From an optimization exercise on the open Yosys and OpenROAD flow, aimed at small area and a short achievable clock period; shortcuts taken in it are not production practice.
At most, simulation tests tie the RTL to the original design; equivalence was not proved.
Power figures rest on the tool's default switching activity, not on a simulated workload.

==> flow/design.v (excerpt) <==
module pu_net
#(
    parameter int DATA_WIDTH = 32,
    parameter int PROG_DEPTH = 16
) (
    input  wire logic                          clk,
    input  wire logic                          rst,
    input  wire logic                          prog_we,
    input  wire logic [$clog2(PROG_DEPTH)-1:0] prog_addr,
    input  wire logic [instr_width-1:0]        prog_data,
    input  wire logic                          start,
    input  wire logic [DATA_WIDTH-1:0]         in_data,
    input  wire logic [attr_width-1:0]         in_attr,
    output logic                               in_take,
    output logic                               out_valid,
    output logic      [DATA_WIDTH-1:0]         out_data,
    output logic [attr_width-1:0]              out_attr,
    output logic                               busy,
    output logic                               done
);
Size: roughly 2,000 cells after synthesis, about 94 I/O pins, ~26,000 um2 of cells after synthesis.
==> module pu_multiplier, before the edit <==
module pu_multiplier
#(
    parameter int DATA_WIDTH = 32
) (
    input  wire logic                  clk,
    input  wire logic                  rst,
    input  wire logic                  signal_wr,
    input  wire logic                  signal_sel,
    input  wire logic [DATA_WIDTH-1:0] bus_data,      
    input  wire logic [DATA_WIDTH-1:0] bus_q_data,    
    input  wire logic [attr_width-1:0] bus_q_attr,
    input  wire logic                  signal_oe,
    output logic      [DATA_WIDTH-1:0] data_out,
    output logic [attr_width-1:0]      attr_out
);
    localparam int HALF = DATA_WIDTH / 2;
    localparam int NPP  = HALF / 2;
    logic            sel_q;        
    logic            capture;      
    logic            arg1_pend;    
    logic [HALF-1:0] arg0;
    logic [NPP-1:0]  b_one, b_two, b_neg;
    logic            arg1_bad;
    logic            arg0_bad;
    logic            has_result;
    logic [DATA_WIDTH-1:0] res_s, res_c;
    logic            result_inv;
    logic [DATA_WIDTH-1:0] pp_s, pp_c;
    function automatic logic fits_half(input logic [DATA_WIDTH-1:0] value);
        logic [HALF:0] top;
        top = value[DATA_WIDTH-1:HALF-1];
        fits_half = (&top) || !(|top);
    endfunction
    always_ff @(posedge clk) begin
        if (rst) begin
            sel_q     <= 1'b0;
            capture   <= 1'b0;
            arg1_pend <= 1'b0;
        end else begin
            if (signal_wr) sel_q <= signal_sel;
            capture   <= signal_wr && !signal_sel && sel_q;  
            arg1_pend <= signal_wr && signal_sel;
        end
    end
    always_ff @(posedge clk) begin
        if (signal_wr) begin
            arg0 <= bus_data[HALF-1:0];
        end
    end
    always_ff @(posedge clk) begin
        if (arg1_pend) begin
            for (int i = 0; i < NPP; i++) begin
                logic b2, b1, b0;
                b2 = bus_q_data[2*i+1];
                b1 = bus_q_data[2*i];
                b0 = (i == 0) ? 1'b0 : bus_q_data[2*i-1];
                b_one[i] <= b1 ^ b0;
                b_two[i] <= (b2 & !b1 & !b0) | (!b2 & b1 & b0);
                b_neg[i] <= b2;
            end
            arg1_bad <= bus_q_attr[attr_invalid_bit] || !fits_half(bus_q_data);
        end
    end
    assign arg0_bad = bus_q_attr[attr_invalid_bit] || !fits_half(bus_q_data);
    always_comb begin
        logic [DATA_WIDTH-1:0] row [NPP+1];
        logic [HALF-1:0]       a;
        logic [HALF:0]         m, x;
        logic [DATA_WIDTH-1:0] s1, c1, s2, c2, s3, c3, s4, c4, s5, c5, s6, c6;
        a = arg0;
        row[NPP] = 32'haaab_0000;
        for (int i = 0; i < NPP; i++) begin
            m = ({(HALF+1){b_one[i]}} & {a[HALF-1], a}) | ({(HALF+1){b_two[i]}} & {a, 1'b0});
            x = m ^ {(HALF+1){b_neg[i]}};
            row[i] = DATA_WIDTH'({!x[HALF], x[HALF-1:0]}) << (2*i);
            row[NPP][2*i] = b_neg[i];
        end
        s1 = row[0] ^ row[1] ^ row[2];
        c1 = ((row[0] & row[1]) | (row[0] & row[2]) | (row[1] & row[2])) << 1;
        s2 = row[3] ^ row[4] ^ row[5];
        c2 = ((row[3] & row[4]) | (row[3] & row[5]) | (row[4] & row[5])) << 1;
        s3 = row[6] ^ row[7] ^ row[8];
        c3 = ((row[6] & row[7]) | (row[6] & row[8]) | (row[7] & row[8])) << 1;
        s4 = s1 ^ c1 ^ s2;
        c4 = ((s1 & c1) | (s1 & s2) | (c1 & s2)) << 1;
        s5 = c2 ^ s3 ^ c3;
        c5 = ((c2 & s3) | (c2 & c3) | (s3 & c3)) << 1;
        s6 = s4 ^ c4 ^ s5;
        c6 = ((s4 & c4) | (s4 & s5) | (c4 & s5)) << 1;
        pp_s = s6 ^ c6 ^ c5;
        pp_c = ((s6 & c6) | (s6 & c5) | (c6 & c5)) << 1;
    end
    always_ff @(posedge clk) begin
        if (rst) begin
            has_result <= 1'b0;
        end else if (capture) begin
            has_result <= 1'b1;
        end
    end
    always_ff @(posedge clk) begin
        if (capture) begin
            res_s      <= pp_s;
            res_c      <= pp_c;
            result_inv <= arg0_bad || arg1_bad;
        end
    end
    logic rd;
    assign rd       = signal_oe && has_result;
    assign data_out = rd ? res_s + res_c : '0;
    assign attr_out = rd ? {{(attr_width-1){1'b0}}, result_inv} : '0;
endmodule
==> module pu_net, before the edit <==
module pu_net
#(
    parameter int DATA_WIDTH = 32,
    parameter int PROG_DEPTH = 16
) (
    input  wire logic                          clk,
    input  wire logic                          rst,
    input  wire logic                          prog_we,
    input  wire logic [$clog2(PROG_DEPTH)-1:0] prog_addr,
    input  wire logic [instr_width-1:0]        prog_data,
    input  wire logic                          start,
    input  wire logic [DATA_WIDTH-1:0]         in_data,
    input  wire logic [attr_width-1:0]         in_attr,
    output logic                               in_take,
    output logic                               out_valid,
    output logic      [DATA_WIDTH-1:0]         out_data,
    output logic [attr_width-1:0]              out_attr,
    output logic                               busy,
    output logic                               done
);
    logic                  s_ext, s_mult, s_accum, s_fram;
    logic                  d_mult, d_accum, d_fram, d_out;
    logic                  sel;
    logic [1:0]            addr;
    logic [DATA_WIDTH-1:0] mult_data, accum_data, fram_data, bus_data;
    logic [attr_width-1:0] mult_attr, accum_attr, fram_attr, bus_attr;
    logic [DATA_WIDTH-1:0] bus_q_data;
    logic [attr_width-1:0] bus_q_attr;
    pu_sequencer #(
        .PROG_DEPTH(PROG_DEPTH)
    ) i_pu_sequencer (
        .clk, .rst, .prog_we, .prog_addr, .prog_data, .start,
        .s_ext, .s_mult, .s_accum, .s_fram, .d_mult, .d_accum, .d_fram, .d_out,
        .sel, .addr, .busy, .done
    );
    assign in_take = s_ext;
    assign bus_data = (s_ext ? in_data : '0) | mult_data | accum_data | fram_data;
    assign bus_attr = (s_ext ? in_attr : '0) | mult_attr | accum_attr | fram_attr;
    always_ff @(posedge clk) begin
        bus_q_data <= bus_data;
        bus_q_attr <= bus_attr;
    end
    assign out_data = bus_q_data;
    assign out_attr = bus_q_attr;
    always_ff @(posedge clk) begin
        if (rst) begin
            out_valid <= 1'b0;
        end else begin
            out_valid <= d_out;
        end
    end
    pu_multiplier #(.DATA_WIDTH(DATA_WIDTH)) i_pu_multiplier (
        .clk, .rst, .signal_wr(d_mult), .signal_sel(sel),
        .bus_data, .bus_q_data, .bus_q_attr, .signal_oe(s_mult),
        .data_out(mult_data), .attr_out(mult_attr)
    );
    pu_accum #(.DATA_WIDTH(DATA_WIDTH)) i_pu_accum (
        .clk, .rst, .signal_wr(d_accum), .signal_sel(sel),
        .bus_q_data, .bus_q_attr, .signal_oe(s_accum),
        .data_out(accum_data), .attr_out(accum_attr)
    );
    pu_fram #(.DATA_WIDTH(DATA_WIDTH)) i_pu_fram (
        .clk, .rst, .signal_wr(d_fram), .signal_addr(addr),
        .data_in(bus_data), .attr_in(bus_attr), .signal_oe(s_fram),
        .data_out(fram_data), .attr_out(fram_attr)
    );
endmodule
clock: 10.0 ns
lec_check: 0
cap_margin: 20
core_margin: 2
core_utilization: 40
slew_margin: 20
standard.sh (not shown) runs the stock make flow with config.mk's settings and CLKGATE_MAP_FILE= SYNTH_SCRIPT=/design/flow/synth_recipe.tcl, a recipe that flattens the netlist after the stock synthesis.
==> flow/flow/run.sh <==
#!/bin/bash
# Standard layout run through standard.sh with extra ORFS settings; make output goes to standard_flow.log.
set -euo pipefail
bash standard.sh finish "SETUP_SLACK_MARGIN=6.8" "BUFFER_PORTS_ARGS=-buffer_cell sky130_fd_sc_hd__buf_2" "TNS_END_PERCENT=0" "CTS_CLUSTER_DIAMETER=100" "CTS_CLUSTER_SIZE=30" > standard_flow.log 2>&1
Change:
--- a/flow/design.v
+++ b/flow/design.v
@@ -51,9 +51,8 @@
     input  wire logic                  clk,
     input  wire logic                  rst,
     input  wire logic                  signal_wr,
     input  wire logic                  signal_sel,
-    input  wire logic [DATA_WIDTH-1:0] bus_data,      
     input  wire logic [DATA_WIDTH-1:0] bus_q_data,    
     input  wire logic [attr_width-1:0] bus_q_attr,
     input  wire logic                  signal_oe,
     output logic      [DATA_WIDTH-1:0] data_out,
@@ -63,9 +62,8 @@
     localparam int NPP  = HALF / 2;
     logic            sel_q;        
     logic            capture;      
     logic            arg1_pend;    
-    logic [HALF-1:0] arg0;
     logic [NPP-1:0]  b_one, b_two, b_neg;
     logic            arg1_bad;
     logic            arg0_bad;
     logic            has_result;
@@ -88,13 +86,8 @@
             arg1_pend <= signal_wr && signal_sel;
         end
     end
     always_ff @(posedge clk) begin
-        if (signal_wr) begin
-            arg0 <= bus_data[HALF-1:0];
-        end
-    end
-    always_ff @(posedge clk) begin
         if (arg1_pend) begin
             for (int i = 0; i < NPP; i++) begin
                 logic b2, b1, b0;
                 b2 = bus_q_data[2*i+1];
@@ -112,9 +105,9 @@
         logic [DATA_WIDTH-1:0] row [NPP+1];
         logic [HALF-1:0]       a;
         logic [HALF:0]         m, x;
         logic [DATA_WIDTH-1:0] s1, c1, s2, c2, s3, c3, s4, c4, s5, c5, s6, c6;
-        a = arg0;
+        a = bus_q_data[HALF-1:0];
         row[NPP] = 32'haaab_0000;
         for (int i = 0; i < NPP; i++) begin
             m = ({(HALF+1){b_one[i]}} & {a[HALF-1], a}) | ({(HALF+1){b_two[i]}} & {a, 1'b0});
             x = m ^ {(HALF+1){b_neg[i]}};
@@ -403,9 +396,9 @@
         end
     end
     pu_multiplier #(.DATA_WIDTH(DATA_WIDTH)) i_pu_multiplier (
         .clk, .rst, .signal_wr(d_mult), .signal_sel(sel),
-        .bus_data, .bus_q_data, .bus_q_attr, .signal_oe(s_mult),
+        .bus_q_data, .bus_q_attr, .signal_oe(s_mult),
         .data_out(mult_data), .attr_out(mult_attr)
     );
     pu_accum #(.DATA_WIDTH(DATA_WIDTH)) i_pu_accum (
         .clk, .rst, .signal_wr(d_accum), .signal_sel(sel),
What happened: The changed run finished clean. Synthesized cell count fell by 1.6%. Cell area fell by 2.1%. Global-route usage fell by 0.45 points. Worst hold slack is about the same. Power rose by 1.6%. Wire length fell by 2.8%. Via count fell by 0.76%. Maximum frequency barely changes.
Only the layout flow was run in the first run of this note; the RTL was not checked for function there.

-- afterwards: timing with drivers on the ports --
How much do the figures lean on ideal ports? The routed layouts below were timed once more, with nothing changed but the port constraints. Step 1 sets driving cells, clkbuf_16 on the clock port and buf_2 on the other inputs (assumed; they add their load-dependent delay and slew). Step 2 adds t to the input delays and takes it off the output delays; t is the mean of the earliest and latest rising clock arrival at the registers after step 1. Input paths then give back, and output paths get back, about the clock's delay inside the block. a / b / c = ideal ports / drivers / drivers and shift; a / b = the first two.
| run | t (ns) | slack for setup (ns) | worst setup path after step 2 | slew at the worst register clock pin (ns) |
|---|---|---|---|---|
| the first run | 0.625 | 6.645 / 6.645 / 6.156 | input to register | 0.12 / 0.12 |
| the second run | 0.638 | 6.642 / 6.582 / 6.085 | input to register | 0.12 / 0.12 |
After both steps every run listed still meets setup and hold. For the second run, which loses most, drivers alone change the setup slack by -0.060 ns; drivers and shift together by -0.557 ns.
